This is an optimization exercise on Yosys and OpenROAD, whose aim is small area, not a production implementation. Function was checked by simulation only, so behaviour that the tests miss may differ from the original. Power is estimated from default activity; no workload was simulated. No driver is modelled on the clock port, so clocking that relies on it looks cheaper here than on a real chip.

Setup of red:
## frame_uart_top
module frame_uart_top (
  input  logic   clk,
  input  logic   uart_reset,
  input  logic   store_req,
  input  logic   send_req,
  input  capture_pkg::pixel_t pixel_in,
  input  logic   pixel_valid,
  output logic   txd,
  output logic   capture_busy,
  output logic   send_done
);
  localparam int NPIX = 128;
  localparam int WP   = 8;             
  localparam int NWP  = NPIX / WP;     
  localparam int DL   = WP - 1;        
  localparam int WPB  = $clog2(WP);
  typedef enum logic [1:0] {
    S_IDLE  = 2'd0,
    S_STORE = 2'd1,
    S_ALIGN = 2'd2,
    S_TX    = 2'd3
  } state_e;
  state_e state;
  logic [7:0] ring [NPIX];
  logic [6:0] ring_pos;
  logic [6:0] pix_idx;
  logic [7:0] dl_data [1:DL];
  logic       dl_pend [1:DL];
  logic       txd_q;
  logic       store_start;
  logic       arrive;
  logic       have;
  logic       aligned;
  logic       wr;
  logic [7:0] wdata;
  logic [DL:0] take;     
  assign store_start = (state == S_IDLE) && !uart_reset && store_req;
  assign arrive      = (state == S_STORE) && !uart_reset && pixel_valid;
  assign aligned     = (ring_pos[WPB-1:0] == '0);
  logic [DL:1] older;    
  always_comb begin
    older[DL] = 1'b0;
  ...
export LEC_CHECK = 0
export CAP_MARGIN = 0
export CORE_MARGIN = 2
export CORE_UTILIZATION = 70
export CTS_BUF_LIST = sky130_fd_sc_hd__clkbuf_16
export PLACE_DENSITY = 0.8
export SLEW_MARGIN = 0
create_clock -name core_clock -period 10.0 [get_ports {clk}]
standard.sh (not shown) runs the stock make flow with config.mk's settings and CLKGATE_MAP_FILE= SYNTH_SCRIPT=/design/flow/synth_recipe.tcl, a recipe that flattens the netlist after the stock synthesis.
==> flow/flow/run.sh <==
#!/bin/bash
# Own flow: the standard layout (standard.sh), with three changes:
#  - synthesis maps logic with an area-oriented ABC script (flow/abc_area.script)
#    in place of ORFS's speed script; everything else in synthesis is unchanged,
#    so the registers are the standard synthesis's;
#  - CTS runs without dummy loads;
#  - port buffers use the smallest buffer.
# Each step's full output stays in orfs/logs/, make's own output in *.log here.
set -euo pipefail
here=$(pwd)
rm -rf "$here/scripts_area"
cp -r "$FLOW_HOME/scripts" "$here/scripts_area"
cp "$here/flow/abc_area.script" "$here/scripts_area/abc_speed.script"

bash standard.sh "SCRIPTS_DIR=$here/scripts_area" synth > "$here/make_synth.log" 2>&1

bash standard.sh \
  "CTS_ARGS=-sink_clustering_enable -repair_clock_nets -sink_clustering_size 35 -sink_clustering_max_diameter 100 -buf_list sky130_fd_sc_hd__clkbuf_16 -dont_use_dummy_load" \
  "BUFFER_PORTS_ARGS=-buffer_cell sky130_fd_sc_hd__buf_1" \
  finish > "$here/make_finish.log" 2>&1
==> flow/flow/abc_area.script <==
strash
dch
amap
topo
dnsize -c
red ran to completion and came out clean on the timing, DRC and antenna checks.
The following lists how blue was set up differently from red:
Settings: swapping 0 for 20 in CAP_MARGIN; swapping 0 for 20 in SLEW_MARGIN.
-- flow/flow/run.sh --
<<< red, line 18
  "CTS_ARGS=-sink_clustering_enable -repair_clock_nets -sink_clustering_size 35 -sink_clustering_max_diameter 100 -buf_list sky130_fd_sc_hd__clkbuf_16 -dont_use_dummy_load" \
>>> blue, line 18
  "CTS_ARGS=-sink_clustering_enable -repair_clock_nets -sink_clustering_size 35 -sink_clustering_max_diameter 100 -buf_list sky130_fd_sc_hd__clkbuf_16 -sink_clustering_levels 1 -dont_use_dummy_load" \
Between blue and red, the count of clock buffers in the final design does not differ in any meaningful way.
blue: PASS, flow complete, no timing, DRC or antenna violations
The leakage dissipation was comparable across red and blue.
| relative max-transition margin | blue vs red | 8.9 points higher |
Between blue and red, the multi-input gate share of the layout cell area does not differ in any meaningful way.

---

Setup of run 1:
The RTL this note starts from:
==> flow/design.v <==
package capture_pkg;
  localparam int FRAME_W      = 16;
  localparam int FRAME_H      = 8;
  localparam int FRAME_PIXELS = FRAME_W * FRAME_H;
  localparam int ADDR_W = $clog2(FRAME_PIXELS);
  typedef logic [7:0] pixel_t;
  typedef logic [ADDR_W-1:0] pixel_addr_t;
  typedef enum logic [1:0] {
    CAP_IDLE  = 2'd0,
    CAP_STORE = 2'd1,
    CAP_SEND  = 2'd2,
    CAP_DRAIN = 2'd3
  } capture_state_e;
endpackage
package uart_pkg;
  localparam int CLKS_PER_BIT = 4;
  localparam int DATA_BITS    = 8;
  localparam int FRAME_BITS = DATA_BITS + 2;
  localparam int BAUD_CNT_W = $clog2(CLKS_PER_BIT);
  localparam int BIT_IDX_W  = $clog2(FRAME_BITS);
  typedef logic [DATA_BITS-1:0] uart_byte_t;
  typedef enum logic [1:0] {
    CH_GREEN = 2'd0,
    CH_BLUE  = 2'd1,
    CH_RED   = 2'd2
  } tx_channel_e;
endpackage
`timescale 1ns/100ps
module frame_uart_top (
  input  logic   clk,
  input  logic   uart_reset,
  input  logic   store_req,
  input  logic   send_req,
  input  capture_pkg::pixel_t pixel_in,
  input  logic   pixel_valid,
  output logic   txd,
  output logic   capture_busy,
  output logic   send_done
);
  localparam int NPIX = 128;
  localparam int WP   = 8;             
  localparam int NWP  = NPIX / WP;     
  localparam int DL   = WP - 1;        
  localparam int WPB  = $clog2(WP);
  typedef enum logic [1:0] {
    S_IDLE  = 2'd0,
    S_STORE = 2'd1,
    S_ALIGN = 2'd2,
    S_TX    = 2'd3
  } state_e;
  state_e state;
  logic [7:0] ring [NPIX];
  logic [6:0] ring_pos;
  logic [6:0] pix_idx;
  logic [7:0] dl_data [1:DL];
  logic       dl_pend [1:DL];
  logic       txd_q;
  logic       store_start;
  logic       arrive;
  logic       have;
  logic       aligned;
  logic       wr;
  logic [7:0] wdata;
  logic [DL:0] take;     
  assign store_start = (state == S_IDLE) && !uart_reset && store_req;
  assign arrive      = (state == S_STORE) && !uart_reset && pixel_valid;
  assign aligned     = (ring_pos[WPB-1:0] == '0);
  logic [DL:1] older;    
  always_comb begin
    older[DL] = 1'b0;
    for (int k = DL - 1; k >= 1; k--) begin
      older[k] = older[k+1] || dl_pend[k+1];
    end
    have = arrive;
    for (int k = 1; k <= DL; k++) begin
      take[k] = dl_pend[k] && !older[k];
      have    = have || dl_pend[k];
    end
    take[0] = arrive && !older[1] && !dl_pend[1];
    wdata = {8{take[0]}} & pixel_in;
    for (int k = 1; k <= DL; k++) begin
      wdata = wdata | ({8{take[k]}} & dl_data[k]);
    end
  end
  assign wr = aligned && have;
  always_ff @(posedge clk) begin
    dl_data[1] <= pixel_in;
    dl_pend[1] <= arrive && !(wr && take[0]) && !store_start;
    for (int k = 1; k < DL; k++) begin
      dl_data[k+1] <= dl_data[k];
      dl_pend[k+1] <= dl_pend[k] && !(wr && take[k]) && !store_start;
    end
  end
  always_ff @(posedge clk) begin
    for (int s = 0; s < NPIX; s++) begin
      if ((s % WP) == 0 && wr && ring_pos[6:WPB] == (7-WPB)'(s / WP)) begin
        ring[s] <= ((s / WP) % 2 == 1) ? ~wdata : wdata;
      end else if ((s % WP) == 0) begin
        ring[s] <= ~ring[(s + NPIX - 1) % NPIX];
      end else begin
        ring[s] <= ring[(s + NPIX - 1) % NPIX];
      end
    end
  end
  logic realign;
  logic cap;
  logic hold;
  assign realign = (state == S_ALIGN) && !have && (pix_idx != 7'd0);
  assign cap     = (ring_pos == 7'd0) &&
                   (((state == S_ALIGN) && !have && (pix_idx == 7'd0)) ||
                    ((state == S_TX) && txd_q));
  assign hold    = wr || realign || cap;
  always_ff @(posedge clk) begin
    ring_pos <= (ring_pos + {6'd0, !hold}) & {7{!store_start}};
    pix_idx  <= (pix_idx + {6'd0, arrive || realign || cap}) & {7{!store_start}};
  end
  always_ff @(posedge clk) begin
    if (uart_reset) begin
      state <= S_IDLE;
    end else begin
      case (state)
        S_IDLE: begin
          if (store_req)     state <= S_STORE;
          else if (send_req) state <= S_ALIGN;
        end
        S_STORE: begin
          if (arrive && pix_idx == 7'd127) state <= S_IDLE;
        end
        S_ALIGN: begin
          if (cap) state <= S_TX;
        end
        S_TX: begin
          if (ring_pos == 7'd127 && pix_idx == 7'd0) state <= S_IDLE;
        end
        default: state <= S_IDLE;
      endcase
    end
  end
  logic       slot_last;
  logic       next_bit;
  logic [4:0] slot;
  assign slot      = ring_pos[6:2];
  assign slot_last = (ring_pos[1:0] == 2'd3);
  localparam logic [NPIX-1:0] TAP_INV = {(NPIX/(2*WP)){{WP{1'b1}}, {WP{1'b0}}}};
  always_comb begin
    case (slot)
      5'd5:    next_bit = ring[23][2] ^ TAP_INV[23];
      5'd6:    next_bit = ring[27][3] ^ TAP_INV[27];
      5'd7:    next_bit = ring[31][4] ^ TAP_INV[31];
      5'd16:   next_bit = ring[67][0] ^ TAP_INV[67];
      5'd17:   next_bit = ring[71][1] ^ TAP_INV[71];
      5'd25:   next_bit = ring[103][5] ^ TAP_INV[103];
      5'd26:   next_bit = ring[107][6] ^ TAP_INV[107];
      5'd27:   next_bit = ring[111][7] ^ TAP_INV[111];
      5'd8, 5'd18, 5'd28, 5'd29, 5'd30, 5'd31:
               next_bit = 1'b1;
      default: next_bit = 1'b0;
    endcase
  end
  always_ff @(posedge clk) begin
    if (uart_reset) begin
      txd_q <= 1'b1;
    end else if (cap) begin
      txd_q <= 1'b0;
    end else if (state == S_TX) begin
      if (slot_last) txd_q <= next_bit;
    end else begin
      txd_q <= 1'b1;
    end
  end
  assign txd          = txd_q;
  assign capture_busy = (state != S_IDLE);
  assign send_done    = (state == S_TX) && (ring_pos == 7'd127) && (pix_idx == 7'd0);
endmodule
Settings: LEC_CHECK=0, CAP_MARGIN=20, CORE_MARGIN=2, CORE_UTILIZATION=70, CTS_BUF_LIST=sky130_fd_sc_hd__clkbuf_16, PLACE_DENSITY=0.8, SLEW_MARGIN=20; clock period 10.0 ns.
==> flow/flow/run.sh <==
#!/bin/bash
# Own flow: the standard layout (standard.sh), with three changes:
#  - synthesis maps logic with an area-oriented ABC script (flow/abc_area.script)
#    in place of ORFS's speed script; everything else in synthesis is unchanged,
#    so the registers are the standard synthesis's;
#  - CTS runs without dummy loads;
#  - port buffers use the smallest buffer.
# Each step's full output stays in orfs/logs/, make's own output in *.log here.
set -euo pipefail
here=$(pwd)
rm -rf "$here/scripts_area"
cp -r "$FLOW_HOME/scripts" "$here/scripts_area"
cp "$here/flow/abc_area.script" "$here/scripts_area/abc_speed.script"

bash standard.sh "SCRIPTS_DIR=$here/scripts_area" synth > "$here/make_synth.log" 2>&1

bash standard.sh \
  "CTS_ARGS=-sink_clustering_enable -repair_clock_nets -sink_clustering_size 35 -sink_clustering_max_diameter 100 -buf_list sky130_fd_sc_hd__clkbuf_16 -tree_buf sky130_fd_sc_hd__clkbuf_8 -dont_use_dummy_load" \
  "BUFFER_PORTS_ARGS=-buffer_cell sky130_fd_sc_hd__buf_1" \
  finish > "$here/make_finish.log" 2>&1
Scripts as last shown in full above: flow/flow/abc_area.script
Every stage of the flow completed for run 1, and the final layout passed the timing, DRC and antenna checks.
### run 1 -> run 2
Settings: CTS_CLUSTER_DIAMETER newly set to 100; CTS_CLUSTER_SIZE newly set to 33.
--- a/flow/flow/run.sh
+++ b/flow/flow/run.sh
@@ -16,5 +16,5 @@
 
 bash standard.sh \
-  "CTS_ARGS=-sink_clustering_enable -repair_clock_nets -sink_clustering_size 35 -sink_clustering_max_diameter 100 -buf_list sky130_fd_sc_hd__clkbuf_16 -tree_buf sky130_fd_sc_hd__clkbuf_8 -dont_use_dummy_load" \
+  "CTS_ARGS=-sink_clustering_enable -repair_clock_nets -sink_clustering_size 35 -sink_clustering_max_diameter 100 -buf_list sky130_fd_sc_hd__clkbuf_16 -dont_use_dummy_load" \
   "BUFFER_PORTS_ARGS=-buffer_cell sky130_fd_sc_hd__buf_1" \
   finish > "$here/make_finish.log" 2>&1
[summary]
- Any difference in number of clock buffers in the layout between run 1 and run 2 is small enough to ignore.
- Per the comparison of run 2 with run 1, count of plain and timing-repair buffers in the layout comparable, core utilization saw little to no change.
- Comparing run 1 with run 2, the global-route wire length before repair came out essentially unchanged.
- There was hardly any difference in design area between run 2 and run 1.
- On area fraction in compound gates after synthesis, run 1 and run 2 are basically level.
- Re number of core rows: no difference whatsoever between run 2 and run 1.
- Status: final max-slew violation count parity (run 1, run 2)
#### Input delta (run 3 over run 2)
Settings: a deleted CTS_CLUSTER_DIAMETER that had been 100; a deleted CTS_CLUSTER_SIZE that had been 33.
==> run notes <==
Design area: run 3 vs run 2 identical. Final standard cell utilization of the core came out exactly the same in run 2 and run 3. Diff run 2 -> run 3: fmax roughly the same, post-route met1 wirelength roughly the same, count of clock-buffer cells in the layout roughly the same, initial antenna violation count roughly the same.
Here is what was changed in the inputs of run 4 compared with run 3.
Settings: GPL_TIMING_DRIVEN now 0, previously not set.
--- outcome ---
Compare run 3 and run 4 | final area lower: run 3
On total via count in the routed design: run 4 sits above run 3.
NOTE: timing-limited maximum frequency in run 4 falls short of that of run 3
Run 4 ended with more critical path arrival than run 3.
Power across run 3 and run 4: no real change.
Re number of fill cells: run 4 is 3.8% down on run 3.
Re post-synthesis to final-layout area growth: run 4 is 0.45 points up on run 3.
Cmp run 3 and run 4 / setup slack / lower: run 4
There was hardly any difference in switching share of power between run 4 and run 3.
For run 5, these inputs were changed with respect to run 4:
Settings: SLEW_MARGIN changed from 20 to 0; CAP_MARGIN changed from 20 to 0.
Going from run 4 to run 5, the final period demand of the worst path was found to have gone down by 0.067 ns.
Run 4 -> run 5: switching share of power flat
Of run 4 and run 5, the lower final area belongs to run 5.
For total power per unit cell area, run 5 and run 4 come out practically identical.
Diff run 4 -> run 5: residual overflow from global routing now sits at about the same level; reported combinational group power has decreased.

## what the ideal ports hide
Ports are ideal in the flow. The routed layouts listed here were re-timed in OpenROAD.
Step 1 (the two cells are an assumption about what drives the block):
set clk [get_ports {clk}]
set_driving_cell -lib_cell sky130_fd_sc_hd__clkbuf_16 $clk
set_driving_cell -lib_cell sky130_fd_sc_hd__buf_2 [delete_from_list [all_inputs] $clk]
Step 2 times the ports against the registers' clock, not the clock port: input delays grow and output delays shrink by t, the midpoint of the rising clock arrivals with the driver on.
Three values: ideal ports, drivers, drivers and shift; two values: the first two.
run	t, ns	setup WS [ns]	hold slack, ns	worst data-port slew with drivers (ns)	cell pins on the clock port's net
red	0.593	4.399 / 4.427 / 3.834	0.287 / 0.287 / 0.287	0.03	1
blue	0.594	4.908 / 4.936 / 4.342	0.283 / 0.283 / 0.283	0.03	1
run 1	0.594	4.908 / 4.936 / 4.342	0.283 / 0.283 / 0.283	0.03	1
run 2	0.594	4.908 / 4.936 / 4.342	0.283 / 0.283 / 0.283	0.03	1
run 3	0.594	4.908 / 4.936 / 4.342	0.283 / 0.283 / 0.283	0.03	1
run 4	0.599	4.379 / 4.406 / 3.806	0.297 / 0.297 / 0.297	0.04	1
run 5	0.595	4.445 / 4.478 / 3.883	0.306 / 0.306 / 0.306	0.04	1
After both steps every run listed still meets setup and hold. The setup slack of run 4, which loses most, moves by +0.027 ns with the drivers and by -0.573 ns with both steps.
